Context: an optimization exercise on an open-source flow, tuned for small area. The choices shown serve that exercise and are no tape-out recipe.
RTL that was checked went through simulation tests only; none was proved equivalent to the original.
Power is estimated from default activity; no workload was simulated.

==> inputs of exp/violet <==
// instr_fetch_mem
module instr_fetch_mem #(
  parameter int DATA_WIDTH = 32,
  parameter int ADDR_WIDTH = 32,
  parameter int MEM_DEPTH  = 64
) (
  input  logic                  clk,
  input  logic                  rst,
  input  logic                  prog_en,
  input  logic                  run_en,
  input  logic                  load_we,
  input  logic [ADDR_WIDTH-1:0] load_addr,
  input  logic [DATA_WIDTH-1:0] load_data,
  output logic [15:0]           load_count,
  output logic                  load_err,
  input  logic                  fetch_req,
  input  logic [ADDR_WIDTH-1:0] fetch_addr,
  input  logic                  fetch_stall,
  output logic                  fetch_ready,
  output logic                  instr_valid,
  output logic [DATA_WIDTH-1:0] instr,
  output logic [ADDR_WIDTH-1:0] instr_addr,
  output logic                  fault_misal,
  output logic                  fault_range,
  output logic [1:0]            mode
);
==> module instr_ram, before the edit <==
module instr_ram #(
  parameter int DATA_WIDTH = 32,
  parameter int MEM_DEPTH  = 64,
  parameter int IDX_W      = $clog2(MEM_DEPTH)
) (
  input  logic                  clk,
  input  logic                  we,
  input  logic [IDX_W-1:0]      waddr,
  input  logic [DATA_WIDTH-1:0] wdata,
  input  logic                  re,
  input  logic [IDX_W-1:0]      raddr,
  output logic [DATA_WIDTH-1:0] rdata
);
  logic [DATA_WIDTH-1:0] mem [MEM_DEPTH];
  always_ff @(posedge clk) begin
    if (we) mem[waddr] <= wdata;
  end
  always_ff @(posedge clk) begin
    if (re) rdata <= mem[raddr];
  end
endmodule
==> module instr_fetch_mem, before the edit <==
module instr_fetch_mem #(
  parameter int DATA_WIDTH = 32,
  parameter int ADDR_WIDTH = 32,
  parameter int MEM_DEPTH  = 64
) (
  input  logic                  clk,
  input  logic                  rst,
  input  logic                  prog_en,
  input  logic                  run_en,
  input  logic                  load_we,
  input  logic [ADDR_WIDTH-1:0] load_addr,
  input  logic [DATA_WIDTH-1:0] load_data,
  output logic [15:0]           load_count,
  output logic                  load_err,
  input  logic                  fetch_req,
  input  logic [ADDR_WIDTH-1:0] fetch_addr,
  input  logic                  fetch_stall,
  output logic                  fetch_ready,
  output logic                  instr_valid,
  output logic [DATA_WIDTH-1:0] instr,
  output logic [ADDR_WIDTH-1:0] instr_addr,
  output logic                  fault_misal,
  output logic                  fault_range,
  output logic [1:0]            mode
);
  localparam int IDX_W = $clog2(MEM_DEPTH);
  localparam logic [ADDR_WIDTH-1:0] DEPTH_A =
    ADDR_WIDTH'(MEM_DEPTH);
  localparam logic [DATA_WIDTH-1:0] NOP_W =
    DATA_WIDTH'(mips_pkg::NOP_INSTR);
  mips_pkg::state_t state, state_nx;
  logic [ADDR_WIDTH-1:0] l_idx, f_idx;
  logic                  l_ok, l_wr, l_drop;
  logic                  f_misal, f_range;
  logic                  accept, enter_load;
  logic                  rd_en, nop_sel;
  logic [DATA_WIDTH-1:0] rdata;
  assign l_idx   = load_addr >> mips_pkg::WORD_SHIFT;
  assign f_idx   = fetch_addr >> mips_pkg::WORD_SHIFT;
  assign l_ok    = (load_addr[1:0] == 2'b00)
                 & (l_idx < DEPTH_A);
  assign l_wr    = (state == mips_pkg::LOAD) & load_we & l_ok;
  assign l_drop  = (state == mips_pkg::LOAD) & load_we & !l_ok;
  assign f_misal = (fetch_addr[1:0] != 2'b00);
  assign f_range = (f_idx >= DEPTH_A);
  assign fetch_ready = (state == mips_pkg::RUN) & !fetch_stall;
  assign accept      = fetch_req & fetch_ready;
  assign rd_en       = accept & !f_misal & !f_range;
  assign enter_load  = (state != mips_pkg::LOAD)
                     & (state_nx == mips_pkg::LOAD);
  assign instr       = nop_sel ? NOP_W : rdata;
  assign mode        = state;
  instr_ram #(
    .DATA_WIDTH(DATA_WIDTH),
    .MEM_DEPTH (MEM_DEPTH),
    .IDX_W     (IDX_W)
  ) u_ram (
    .clk  (clk),
    .we   (l_wr),
    .waddr(l_idx[IDX_W-1:0]),
    .wdata(load_data),
    .re   (rd_en),
    .raddr(f_idx[IDX_W-1:0]),
    .rdata(rdata)
  );
  always_ff @(posedge clk) begin
    if (rst) state <= mips_pkg::IDLE;
    else     state <= state_nx;
  end
  always_comb begin
    state_nx = state;
    unique case (state)
      mips_pkg::IDLE: begin
        if (prog_en)     state_nx = mips_pkg::LOAD;
        else if (run_en) state_nx = mips_pkg::RUN;
      end
      mips_pkg::LOAD: if (!prog_en) state_nx = mips_pkg::IDLE;
      mips_pkg::RUN:  if (prog_en)  state_nx = mips_pkg::LOAD;
      default: state_nx = mips_pkg::IDLE;
    endcase
  end
  always_ff @(posedge clk) begin
    if (rst || enter_load) begin
      load_count <= '0;
      load_err   <= 1'b0;
    end else begin
      if (l_wr && load_count != 16'hFFFF)
        load_count <= load_count + 16'd1;
      if (l_drop)
        load_err <= 1'b1;
    end
  end
  always_ff @(posedge clk) begin
    if (rst) begin
      instr_valid <= 1'b0;
      instr_addr  <= '0;
      fault_misal <= 1'b0;
      fault_range <= 1'b0;
      nop_sel     <= 1'b1;
    end else if (enter_load || state != mips_pkg::RUN) begin
      instr_valid <= 1'b0;
    end else if (!fetch_stall) begin
      instr_valid <= fetch_req;
      if (fetch_req) begin
        instr_addr  <= fetch_addr;
        fault_misal <= f_misal;
        fault_range <= f_range;
        nop_sel     <= f_misal | f_range;
      end
    end
  end
endmodule
make LEC_CHECK=0 CAP_MARGIN=20 CORE_MARGIN=2 CORE_UTILIZATION=50 PLACE_DENSITY=0.6 SLEW_MARGIN=20 finish   # period 8.0 ns
run.sh (not shown) runs the stock make flow with config.mk's settings and CLKGATE_MAP_FILE= SYNTH_SCRIPT=/design/flow/synth_recipe.tcl, a recipe that flattens the netlist after the stock synthesis.
==> exp/maple (differences from exp/violet) <==
==> flow/design.v (replaced) <==
package mips_pkg;
  typedef enum logic [1:0] {
    IDLE = 2'd0,
    LOAD = 2'd1,
    RUN  = 2'd2
  } state_t;
  localparam logic [31:0] NOP_INSTR  = 32'h0000_0000;
  localparam int          WORD_SHIFT = 2;
endpackage
module ifm_hold #(
  parameter int W = 32
) (
  input  logic [W-1:0] q,
  input  logic [W-1:0] d,
  input  logic         we,
  input  logic         nwe,
  output logic [W-1:0] y
);
  assign y = (q | {W{we}}) & (d | {W{nwe}});
endmodule
module ifm_rd3 #(
  parameter int W = 32
) (
  input  logic [W-1:0] a0,
  input  logic [W-1:0] a1,
  input  logic [W-1:0] a2,
  input  logic         s0,
  input  logic         s1,
  input  logic         s2,
  output logic [W-1:0] yn
);
  assign yn = ~((a0 & {W{s0}}) | (a1 & {W{s1}}) | (a2 & {W{s2}}));
endmodule
module ifm_rd1 #(
  parameter int W = 32
) (
  input  logic [W-1:0] a0,
  input  logic         s0,
  output logic [W-1:0] yn
);
  assign yn = ~(a0 & {W{s0}});
endmodule
module instr_fetch_mem #(
  parameter int DATA_WIDTH = 32,
  parameter int ADDR_WIDTH = 32,
  parameter int MEM_DEPTH  = 64
) (
  input  logic                  clk,
  input  logic                  rst,
  input  logic                  prog_en,
  input  logic                  run_en,
  input  logic                  load_we,
  input  logic [ADDR_WIDTH-1:0] load_addr,
  input  logic [DATA_WIDTH-1:0] load_data,
  output logic [15:0]           load_count,
  output logic                  load_err,
  input  logic                  fetch_req,
  input  logic [ADDR_WIDTH-1:0] fetch_addr,
  input  logic                  fetch_stall,
  output logic                  fetch_ready,
  output logic                  instr_valid,
  output logic [DATA_WIDTH-1:0] instr,
  output logic [ADDR_WIDTH-1:0] instr_addr,
  output logic                  fault_misal,
  output logic                  fault_range,
  output logic [1:0]            mode
);
  localparam int IDX_W = $clog2(MEM_DEPTH);
  localparam int TOP_B = IDX_W + mips_pkg::WORD_SHIFT;
  localparam int N3    = MEM_DEPTH / 3;
  localparam int NT    = N3 + MEM_DEPTH % 3;
  logic [1:0] state;
  logic       in_load, in_run;
  logic       l_ok, l_wr, l_drop, enter_load, rd_ok;
  logic [IDX_W-1:0] widx, ridx;
  assign in_load = state[0];
  assign in_run  = state[1];
  assign mode    = state;
  assign l_ok   = (load_addr[1:0] == 2'b00)
                & (load_addr[ADDR_WIDTH-1:TOP_B] == '0);
  assign l_wr   = in_load & load_we & l_ok;
  assign l_drop = in_load & load_we & !l_ok;
  assign enter_load = prog_en & !in_load;
  assign fetch_ready = in_run & !fetch_stall;
  assign fault_misal = (instr_addr[1:0] != 2'b00);
  assign fault_range = (instr_addr[ADDR_WIDTH-1:TOP_B] != '0);
  assign rd_ok       = !fault_misal & !fault_range;
  assign widx = load_addr[TOP_B-1:mips_pkg::WORD_SHIFT];
  assign ridx = instr_addr[TOP_B-1:mips_pkg::WORD_SHIFT];
  logic [DATA_WIDTH-1:0] mem    [MEM_DEPTH];
  logic [DATA_WIDTH-1:0] mem_nx [MEM_DEPTH];
  logic [MEM_DEPTH-1:0]  wsel, nwsel, rsel;
  logic [DATA_WIDTH-1:0] term_n [NT];
  always_comb begin
    for (int i = 0; i < MEM_DEPTH; i++) begin
      wsel[i]  = l_wr & (widx == IDX_W'(i));
      nwsel[i] = !wsel[i];
      rsel[i]  = rd_ok & (ridx == IDX_W'(i));
    end
  end
  for (genvar i = 0; i < MEM_DEPTH; i++) begin : g_word
    ifm_hold #(.W(DATA_WIDTH)) u_hold (
      .q  (mem[i]),
      .d  (load_data),
      .we (wsel[i]),
      .nwe(nwsel[i]),
      .y  (mem_nx[i])
    );
    always_ff @(posedge clk) mem[i] <= mem_nx[i];
  end
  for (genvar j = 0; j < N3; j++) begin : g_rd
    ifm_rd3 #(.W(DATA_WIDTH)) u_rd (
      .a0(mem[3*j]), .a1(mem[3*j+1]), .a2(mem[3*j+2]),
      .s0(rsel[3*j]), .s1(rsel[3*j+1]), .s2(rsel[3*j+2]),
      .yn(term_n[j])
    );
  end
  for (genvar j = 3 * N3; j < MEM_DEPTH; j++) begin : g_rd1
    ifm_rd1 #(.W(DATA_WIDTH)) u_rd (
      .a0(mem[j]), .s0(rsel[j]), .yn(term_n[N3 + j - 3 * N3])
    );
  end
  always_comb begin
    instr = '0;
    for (int j = 0; j < NT; j++) instr = instr | ~term_n[j];
  end
  always_ff @(posedge clk) begin
    if (rst) state <= 2'b00;
    else begin
      state[0] <= prog_en;
      state[1] <= !prog_en & !in_load & (in_run | run_en);
    end
  end
  always_ff @(posedge clk) begin
    if (rst || enter_load) begin
      load_count <= '0;
      load_err   <= 1'b0;
    end else begin
      if (l_wr && load_count != 16'hFFFF)
        load_count <= load_count + 16'd1;
      if (l_drop)
        load_err <= 1'b1;
    end
  end
  always_ff @(posedge clk) begin
    if (rst || !in_run || prog_en) instr_valid <= 1'b0;
    else if (!fetch_stall)         instr_valid <= fetch_req;
  end
  always_ff @(posedge clk) begin
    if (!fetch_stall) instr_addr <= fetch_addr;
  end
endmodule
SYNTH_HIERARCHICAL = 1   (was unset)
==> summary.md <==
| Metric | Value |
|---|---|
| Die height | `around 400 µm` |
| Synthesized instance count | `6074` |
| Worst path bufs/invs | `2` |
| Post-synth net total | `between 6000 and 7000` |
| Routed wire per std cell | `between 30 and 40 µm` |
| Crit path cell chain | `nor4_1 > nand4_1 > nor3_1 > nand2_1 > nor2_2 > buf_4 > a222oi_1 > nand4_1 > nor4_2 > nand4_1 > clkdlybuf4s50_1` |
| Routed via count | `about 60000` |
| Pleak | `31.3 nW` |
| Slowest-stage cell, CP | `a222oi_1` |
| Data buffer area share | `under 10%` |
| Run status | `complete, no violations` |
| Setup crit end | `instr[31]` |
The numbers above come from exp/maple.

==> summary.md <==
| Metric | Value |
|---|---|
| Setup crit end | `u_ram.mem[16][9]` |
| Worst path bufs/invs | `3` |
| Slowest-stage cell, CP | `nor2_4` |
| Routed via count | `just under 40000` |
| Critical Path End Type | `flop` |
| Pleak | `between 20 and 30 nW` |
| Routed Antenna Nets | `0` |
| Routed wire per std cell | `about 32 µm` |
| CTS Hold Bufs | `0` |
| Die height | `between 400 and 500 µm` |
| Multi-input logic area | `about 18000 µm²` |
| Run status | `complete, no violations` |
| Pwr Density | `approximately 250 nW/µm²` |
| Synthesized instance count | `3620` |
The numbers above come from exp/violet.

No functional check of the RTL was part of exp/maple.

static timing again, ports no longer ideal:
How much do the figures lean on ideal ports? The routed layouts below were timed once more, with nothing changed but the port constraints.
Step 1 assumes that a clkbuf_16 drives the clock port and a buf_2 every other input.
Step 2, shift: input delay + t, output delay - t, t = (earliest + latest rising clock arrival at the registers) / 2. This alone moves slack from input paths to output paths.
Three values: no drivers, after step 1, after step 2; two values: the first two.
| run | t, ns | setup slack, ns | worst setup path after step 2 | latest minus earliest clock arrival (ns) |
|---|---|---|---|---|
| exp/violet | 0.934 | 3.547 / 3.517 / 2.679 | input to register | 0.035 / 0.035 |
| exp/maple | 0.917 | 0.177 / 0.092 / 1.009 | register to output | 0.055 / 0.056 |
After both steps setup and hold are still met in every run listed. The setup slack of exp/violet, which loses most, moves by -0.030 ns with the drivers and by -0.868 ns with both steps.
